From an optimization exercise on the open Yosys and OpenROAD flow, aimed at small area; shortcuts taken in it are not production practice.
RTL that was checked went through simulation tests only; none was proved equivalent to the original.

==> flow/design.v <==
package cius_pkg;
  localparam int unsigned HDR_LEN = 13;
  localparam int unsigned ADDR_W  = 3;
  localparam logic [39:0] MAGIC_VER = 40'h01_4F_34_54_52;
  localparam logic [1:0] PH_IDLE   = 2'd0;
  localparam logic [1:0] PH_HEADER = 2'd1;
  localparam logic [1:0] PH_FS     = 2'd2;
  localparam logic [1:0] PH_FW     = 2'd3;
  localparam logic [1:0] DEST_HEADER  = 2'd0;
  localparam logic [1:0] DEST_FS      = 2'd1;
  localparam logic [1:0] DEST_FW      = 2'd2;
  localparam logic [1:0] DEST_DISCARD = 2'd3;
  localparam logic [2:0] EV_NONE      = 3'd0;
  localparam logic [2:0] EV_HEADER_OK = 3'd1;
  localparam logic [2:0] EV_FS_DONE   = 3'd2;
  localparam logic [2:0] EV_DONE      = 3'd3;
  localparam logic [2:0] EV_BAD_MAGIC = 3'd4;
  localparam logic [2:0] EV_MISMATCH  = 3'd5;
  localparam logic [2:0] EV_TOO_SMALL = 3'd6;
endpackage
module cius_cfg (
  input  logic        clk,
  input  logic        rst,
  input  logic        psel,
  input  logic        penable,
  input  logic        pwrite,
  input  logic [2:0]  paddr,
  input  logic [31:0] pwdata,
  output logic [31:0] prdata,
  output logic        pready,
  output logic [31:0] expected_total
);
  assign pready = 1'b1;
  assign prdata = paddr[2] ? 32'd0 : expected_total;
  logic wr_total;
  logic keep_total;
  assign wr_total   = !rst && psel && penable && pwrite && !paddr[2];
  assign keep_total = !rst && !(psel && penable && pwrite && !paddr[2]);
  always_ff @(posedge clk) begin
    expected_total <= (expected_total & {32{keep_total}}) | (pwdata & {32{wr_total}});
  end
endmodule
import cius_pkg::*;
module cius_step (
  input  logic [1:0]  phase,
  input  logic [31:0] off,
  input  logic [31:0] lo,
  input  logic [31:0] hi,
  input  logic        mg,
  input  logic [2:0]  ev,
  input  logic [31:0] expected_total,
  input  logic [7:0]  data_byte,
  input  logic        first_byte,
  output logic [1:0]  phase_nxt,
  output logic [31:0] off_inc,
  output logic        off_zero,
  output logic [31:0] lo_nxt,
  output logic [31:0] hi_nxt,
  output logic        mg_nxt,
  output logic [2:0]  ev_nxt
);
  logic        too_small;
  logic [1:0]  ph;
  logic [1:0]  dest_nxt;
  logic        seg_start;
  logic        zero_off;
  logic [31:0] inc;
  logic [31:0] o;
  logic        pos4;
  logic        pos12;
  logic [31:0] fs_len;
  logic [31:0] fw_len;
  logic        fs_last;
  logic        fw_done;
  assign too_small = (expected_total <= 32'(HDR_LEN));
  assign ph        = first_byte ? (too_small ? PH_IDLE : PH_HEADER) : phase;
  assign seg_start = (ev == EV_HEADER_OK) || (ev == EV_FS_DONE);
  assign zero_off  = first_byte || (ph == PH_IDLE) || seg_start;
  logic [3:0] off_bp;
  always_comb begin
    logic c;
    for (int b = 0; b < 2; b++) off_bp[b] = &off[16*b +: 16];
    for (int b = 0; b < 2; b++) begin
      c = 1'b1;
      for (int j = 0; j < b; j++) c = c & off_bp[j];
      for (int i = 16*b; i < 16*b + 16; i++) begin
        inc[i] = off[i] ^ c;
        c      = c & off[i];
      end
    end
  end
  assign o = zero_off ? 32'd0 : inc;
  assign off_inc  = inc;
  assign off_zero = zero_off;
  assign pos4  = !first_byte && (off[3:0] == 4'd3);
  assign pos12 = !first_byte && (off[3:0] == 4'd11);
  assign fs_len = {hi[7:0], lo[31:8]};
  assign fw_len = {data_byte, hi[31:8]};
  localparam logic [33:0] SUM_K = 34'h3_FFFF_FFF2;
  logic [33:0] sx, sy, sz, su, sv;
  logic        sum_ok;
  assign sx = {2'b00, fs_len};
  assign sy = {2'b00, fw_len};
  assign sz = ~{2'b00, expected_total};
  assign su = sx ^ sy ^ sz;
  assign sv = {(sx[32:0] & sy[32:0]) | (sx[32:0] & sz[32:0]) | (sy[32:0] & sz[32:0]), 1'b0};
  always_comb begin
    sum_ok = !(su[0] ^ sv[0] ^ SUM_K[0]);
    for (int i = 1; i < 34; i++)
      sum_ok = sum_ok && ((su[i] ^ sv[i] ^ SUM_K[i])
                          == (SUM_K[i-1] ? (su[i-1] & sv[i-1]) : (su[i-1] | sv[i-1])));
  end
  logic [31:0] dl;
  logic        add2_eq;
  assign dl = off ^ lo;
  always_comb begin
    add2_eq = !dl[0] && dl[1];
    for (int i = 2; i < 32; i++)
      add2_eq = add2_eq && (dl[i] == (dl[i-1] && off[i-1]));
  end
  assign fs_last = seg_start ? (lo == 32'd1) : add2_eq;
  always_comb begin
    logic ge;
    ge = 1'b1;
    for (int i = 0; i < 32; i++)
      ge = (lo[i] & ~expected_total[i]) | ((lo[i] | ~expected_total[i]) & ge);
    fw_done = ge;
  end
  logic [3:0]  k;
  logic [4:0]  lo_lsb;
  logic [31:0] lo_add;
  assign k      = (phase == PH_FS) ? 4'd14 : 4'd1;
  assign lo_lsb = {1'b0, lo[3:0]} + {1'b0, k};
  logic [3:0] lo_bp;
  always_comb begin
    logic c;
    for (int b = 0; b < 2; b++) lo_bp[b] = &lo[4 + 14*b +: 14];
    lo_add[3:0] = lo_lsb[3:0];
    for (int b = 0; b < 2; b++) begin
      c = lo_lsb[4];
      for (int j = 0; j < b; j++) c = c & lo_bp[j];
      for (int i = 4 + 14*b; i < 18 + 14*b; i++) begin
        lo_add[i] = lo[i] ^ c;
        c         = c & lo[i];
      end
    end
  end
  always_comb begin
    phase_nxt = ph;
    lo_nxt    = lo;
    hi_nxt    = hi;
    mg_nxt    = mg;
    ev_nxt    = (first_byte && too_small) ? EV_TOO_SMALL : EV_NONE;
    dest_nxt  = DEST_DISCARD;
    case (ph)
      PH_HEADER: begin
        dest_nxt = DEST_HEADER;
        lo_nxt   = {hi[7:0], lo[31:8]};
        hi_nxt   = {data_byte, hi[31:8]};
        if (pos4) mg_nxt = ({data_byte, hi} == MAGIC_VER);
        if (pos12) begin
          if (!mg) begin
            ev_nxt    = EV_BAD_MAGIC;
            phase_nxt = PH_IDLE;
          end else if (fs_len == 32'd0 || fw_len == 32'd0
                       || !sum_ok) begin
            ev_nxt    = EV_MISMATCH;
            phase_nxt = PH_IDLE;
          end else begin
            ev_nxt    = EV_HEADER_OK;
            phase_nxt = PH_FS;
          end
        end
      end
      PH_FS: begin
        dest_nxt = DEST_FS;
        if (fs_last) begin
          ev_nxt    = EV_FS_DONE;
          phase_nxt = PH_FW;
          lo_nxt    = lo_add;
        end
      end
      PH_FW: begin
        dest_nxt = DEST_FW;
        lo_nxt   = lo_add;
        if (fw_done) begin
          ev_nxt    = EV_DONE;
          phase_nxt = PH_IDLE;
        end
      end
      default: begin
      end
    endcase
  end
endmodule
import cius_pkg::*;
module combined_image_upload_splitter_core (
  input  logic              clk,
  input  logic              rst,
  input  logic              psel,
  input  logic              penable,
  input  logic              pwrite,
  input  logic [2:0]        paddr,
  input  logic [31:0]       pwdata,
  output logic [31:0]       prdata,
  output logic              pready,
  input  logic              byte_valid,
  output logic              byte_ready,
  input  logic [7:0]        data_byte,
  input  logic              first_byte,
  output logic              result_valid,
  input  logic              result_ready,
  output logic [7:0]        data_out,
  output logic [1:0]        destination,
  output logic [31:0]       segment_offset,
  output logic [2:0]        event_res,
  output logic [31:0]       announced_length
);
  logic [31:0] expected_total;
  logic [1:0]  phase, phase_nxt;
  logic [31:0] off, off_inc;
  logic        off_zero;
  logic [31:0] lo, lo_nxt;
  logic [31:0] hi, hi_nxt;
  logic        mg, mg_nxt;
  logic [2:0]  ev, ev_nxt;
  logic [7:0]  dout;
  logic        accept;
  cius_cfg u_cfg (
    .clk            (clk),
    .rst            (rst),
    .psel           (psel),
    .penable        (penable),
    .pwrite         (pwrite),
    .paddr          (paddr),
    .pwdata         (pwdata),
    .prdata         (prdata),
    .pready         (pready),
    .expected_total (expected_total)
  );
  cius_step u_step (
    .phase          (phase),
    .off            (off),
    .lo             (lo),
    .hi             (hi),
    .mg             (mg),
    .ev             (ev),
    .expected_total (expected_total),
    .data_byte      (data_byte),
    .first_byte     (first_byte),
    .phase_nxt      (phase_nxt),
    .off_inc        (off_inc),
    .off_zero       (off_zero),
    .lo_nxt         (lo_nxt),
    .hi_nxt         (hi_nxt),
    .mg_nxt         (mg_nxt),
    .ev_nxt         (ev_nxt)
  );
  assign byte_ready = !result_valid || result_ready;
  assign accept     = byte_valid && byte_ready;
  always_ff @(posedge clk) begin
    if (rst) begin
      phase        <= PH_IDLE;
      result_valid <= 1'b0;
    end else if (accept) begin
      phase        <= phase_nxt;
      result_valid <= 1'b1;
    end else if (result_ready) begin
      result_valid <= 1'b0;
    end
  end
  always_ff @(posedge clk) begin
    off <= (off & {32{!accept}}) | (off_inc & {32{accept && !off_zero}});
  end
  always_ff @(posedge clk) begin
    if (accept) begin
      lo   <= lo_nxt;
      hi   <= hi_nxt;
      mg   <= mg_nxt;
      ev   <= ev_nxt;
      dout <= data_byte;
    end
  end
  assign data_out         = dout;
  always_comb begin
    case (ev)
      EV_HEADER_OK, EV_BAD_MAGIC, EV_MISMATCH: destination = DEST_HEADER;
      EV_FS_DONE:                              destination = DEST_FS;
      EV_DONE:                                 destination = DEST_FW;
      EV_TOO_SMALL:                            destination = DEST_DISCARD;
      default:                                 destination = phase - 2'd1;
    endcase
  end
  assign segment_offset   = off;
  assign event_res        = ev;
  assign announced_length = (ev == EV_HEADER_OK) ? lo :
                            (ev == EV_FS_DONE)   ? hi : 32'd0;
endmodule
clock: 6.0 ns
lec_check: 0
cap_margin: 20
core_margin: 2
core_utilization: 60
cts_buf_list: sky130_fd_sc_hd__clkbuf_8
slew_margin: 20
standard.sh (not shown) runs the stock make flow with config.mk's settings and CLKGATE_MAP_FILE= SYNTH_SCRIPT=/design/flow/synth_recipe.tcl, a recipe that flattens the netlist after the stock synthesis.
==> flow/flow/run.sh <==
#!/bin/bash
# The standard layout, with the smallest buffer as each port's buffer and no dummy clock loads.
set -euo pipefail
export BUFFER_PORTS_ARGS="-buffer_cell sky130_fd_sc_hd__buf_1"
export CTS_ARGS="-sink_clustering_enable -repair_clock_nets -buf_list sky130_fd_sc_hd__clkbuf_8 -dont_use_dummy_load"
bash standard.sh > flow.log 2>&1
Rerun with:
--- a/flow/design.v
+++ b/flow/design.v
@@ -29,18 +29,18 @@
   output logic [31:0] prdata,
   output logic        pready,
   output logic [31:0] expected_total
 );
   assign pready = 1'b1;
   assign prdata = paddr[2] ? 32'd0 : expected_total;
-  logic wr_total;
-  logic keep_total;
-  assign wr_total   = !rst && psel && penable && pwrite && !paddr[2];
-  assign keep_total = !rst && !(psel && penable && pwrite && !paddr[2]);
-  always_ff @(posedge clk) begin
-    expected_total <= (expected_total & {32{keep_total}}) | (pwdata & {32{wr_total}});
+  always_ff @(posedge clk) begin
+    if (rst) begin
+      expected_total <= 32'd0;
+    end else if (psel && penable && pwrite && !paddr[2]) begin
+      expected_total <= pwdata;
+    end
   end
 endmodule
 import cius_pkg::*;
 module cius_step (
   input  logic [1:0]  phase,
   input  logic [31:0] off,
@@ -54,17 +54,17 @@
   output logic [1:0]  phase_nxt,
   output logic [31:0] off_inc,
   output logic        off_zero,
   output logic [31:0] lo_nxt,
   output logic [31:0] hi_nxt,
   output logic        mg_nxt,
-  output logic [2:0]  ev_nxt
+  output logic [2:0]  ev_nxt,
+  output logic [1:0]  dest_nxt
 );
   logic        too_small;
   logic [1:0]  ph;
-  logic [1:0]  dest_nxt;
   logic        seg_start;
   logic        zero_off;
   logic [31:0] inc;
   logic [31:0] o;
   logic        pos4;
   logic        pos12;
@@ -76,17 +76,17 @@
   assign ph        = first_byte ? (too_small ? PH_IDLE : PH_HEADER) : phase;
   assign seg_start = (ev == EV_HEADER_OK) || (ev == EV_FS_DONE);
   assign zero_off  = first_byte || (ph == PH_IDLE) || seg_start;
   logic [3:0] off_bp;
   always_comb begin
     logic c;
-    for (int b = 0; b < 2; b++) off_bp[b] = &off[16*b +: 16];
-    for (int b = 0; b < 2; b++) begin
+    for (int b = 0; b < 4; b++) off_bp[b] = &off[8*b +: 8];
+    for (int b = 0; b < 4; b++) begin
       c = 1'b1;
       for (int j = 0; j < b; j++) c = c & off_bp[j];
-      for (int i = 16*b; i < 16*b + 16; i++) begin
+      for (int i = 8*b; i < 8*b + 8; i++) begin
         inc[i] = off[i] ^ c;
         c      = c & off[i];
       end
     end
   end
   assign o = zero_off ? 32'd0 : inc;
@@ -126,23 +126,23 @@
       ge = (lo[i] & ~expected_total[i]) | ((lo[i] | ~expected_total[i]) & ge);
     fw_done = ge;
   end
   logic [3:0]  k;
   logic [4:0]  lo_lsb;
   logic [31:0] lo_add;
-  assign k      = (phase == PH_FS) ? 4'd14 : 4'd1;
+  assign k      = fs_last ? 4'd14 : 4'd1;
   assign lo_lsb = {1'b0, lo[3:0]} + {1'b0, k};
   logic [3:0] lo_bp;
   always_comb begin
     logic c;
-    for (int b = 0; b < 2; b++) lo_bp[b] = &lo[4 + 14*b +: 14];
+    for (int b = 0; b < 4; b++) lo_bp[b] = &lo[4 + 7*b +: 7];
     lo_add[3:0] = lo_lsb[3:0];
-    for (int b = 0; b < 2; b++) begin
+    for (int b = 0; b < 4; b++) begin
       c = lo_lsb[4];
       for (int j = 0; j < b; j++) c = c & lo_bp[j];
-      for (int i = 4 + 14*b; i < 18 + 14*b; i++) begin
+      for (int i = 4 + 7*b; i < 11 + 7*b; i++) begin
         lo_add[i] = lo[i] ^ c;
         c         = c & lo[i];
       end
     end
   end
   always_comb begin
@@ -221,12 +221,13 @@
   logic [31:0] off, off_inc;
   logic        off_zero;
   logic [31:0] lo, lo_nxt;
   logic [31:0] hi, hi_nxt;
   logic        mg, mg_nxt;
   logic [2:0]  ev, ev_nxt;
+  logic [1:0]  dest, dest_nxt;
   logic [7:0]  dout;
   logic        accept;
   cius_cfg u_cfg (
     .clk            (clk),
     .rst            (rst),
     .psel           (psel),
@@ -251,13 +252,14 @@
     .phase_nxt      (phase_nxt),
     .off_inc        (off_inc),
     .off_zero       (off_zero),
     .lo_nxt         (lo_nxt),
     .hi_nxt         (hi_nxt),
     .mg_nxt         (mg_nxt),
-    .ev_nxt         (ev_nxt)
+    .ev_nxt         (ev_nxt),
+    .dest_nxt       (dest_nxt)
   );
   assign byte_ready = !result_valid || result_ready;
   assign accept     = byte_valid && byte_ready;
   always_ff @(posedge clk) begin
     if (rst) begin
       phase        <= PH_IDLE;
@@ -275,24 +277,17 @@
   always_ff @(posedge clk) begin
     if (accept) begin
       lo   <= lo_nxt;
       hi   <= hi_nxt;
       mg   <= mg_nxt;
       ev   <= ev_nxt;
+      dest <= dest_nxt;
       dout <= data_byte;
     end
   end
   assign data_out         = dout;
-  always_comb begin
-    case (ev)
-      EV_HEADER_OK, EV_BAD_MAGIC, EV_MISMATCH: destination = DEST_HEADER;
-      EV_FS_DONE:                              destination = DEST_FS;
-      EV_DONE:                                 destination = DEST_FW;
-      EV_TOO_SMALL:                            destination = DEST_DISCARD;
-      default:                                 destination = phase - 2'd1;
-    endcase
-  end
+  assign destination      = dest;
   assign segment_offset   = off;
   assign event_res        = ev;
   assign announced_length = (ev == EV_HEADER_OK) ? lo :
                             (ev == EV_FS_DONE)   ? hi : 32'd0;
 endmodule
Result:
- first-iteration DRC count decreases by about a fifth
- synthesized area climbs slightly
- design area goes up by a few percent
- via count increases by a few percent
- clock-buffer cell count is unchanged
- non-clock buffer count went up by 21
- clock skew rises by 0.011 ns
- worst setup slack degrades by 0.83 ns
- sequential share of layout area shrinks by 0.31 points
- die area grows slightly
- flip-flop and latch count goes up by 2
- global-route usage came out higher by 2.1 points
- wire length rises by a little under a tenth
The RTL of the first run of this note was laid out without a check of its function.

re-timing with driven ports:
How much do the figures lean on ideal ports? The routed layouts below were timed once more, with nothing changed but the port constraints.
Step 1: set_driving_cell puts a clkbuf_16 on clk and a buf_2 on each other input, an assumption about the parent block.
Step 2 also shifts input and output timing later by t, the mid clock arrival at the registers, as if the neighbouring blocks saw the same clock.
Slacks: ideal ports / drivers / drivers and shift; pairs: ideal ports / drivers.
| run | t (ns) | slack for setup (ns) | worst setup path at the end | latest minus earliest clock arrival (ns) | worst register clock-pin slew, ns |
|---|---|---|---|---|---|
| the first run | 0.499 | 1.189 / 1.189 / 1.189 | register to register | 0.023 / 0.024 | 0.09 / 0.09 |
| the second run | 0.479 | 0.355 / 0.355 / 0.355 | register to register | 0.034 / 0.034 | 0.09 / 0.09 |
After both steps every run listed still meets setup and hold.
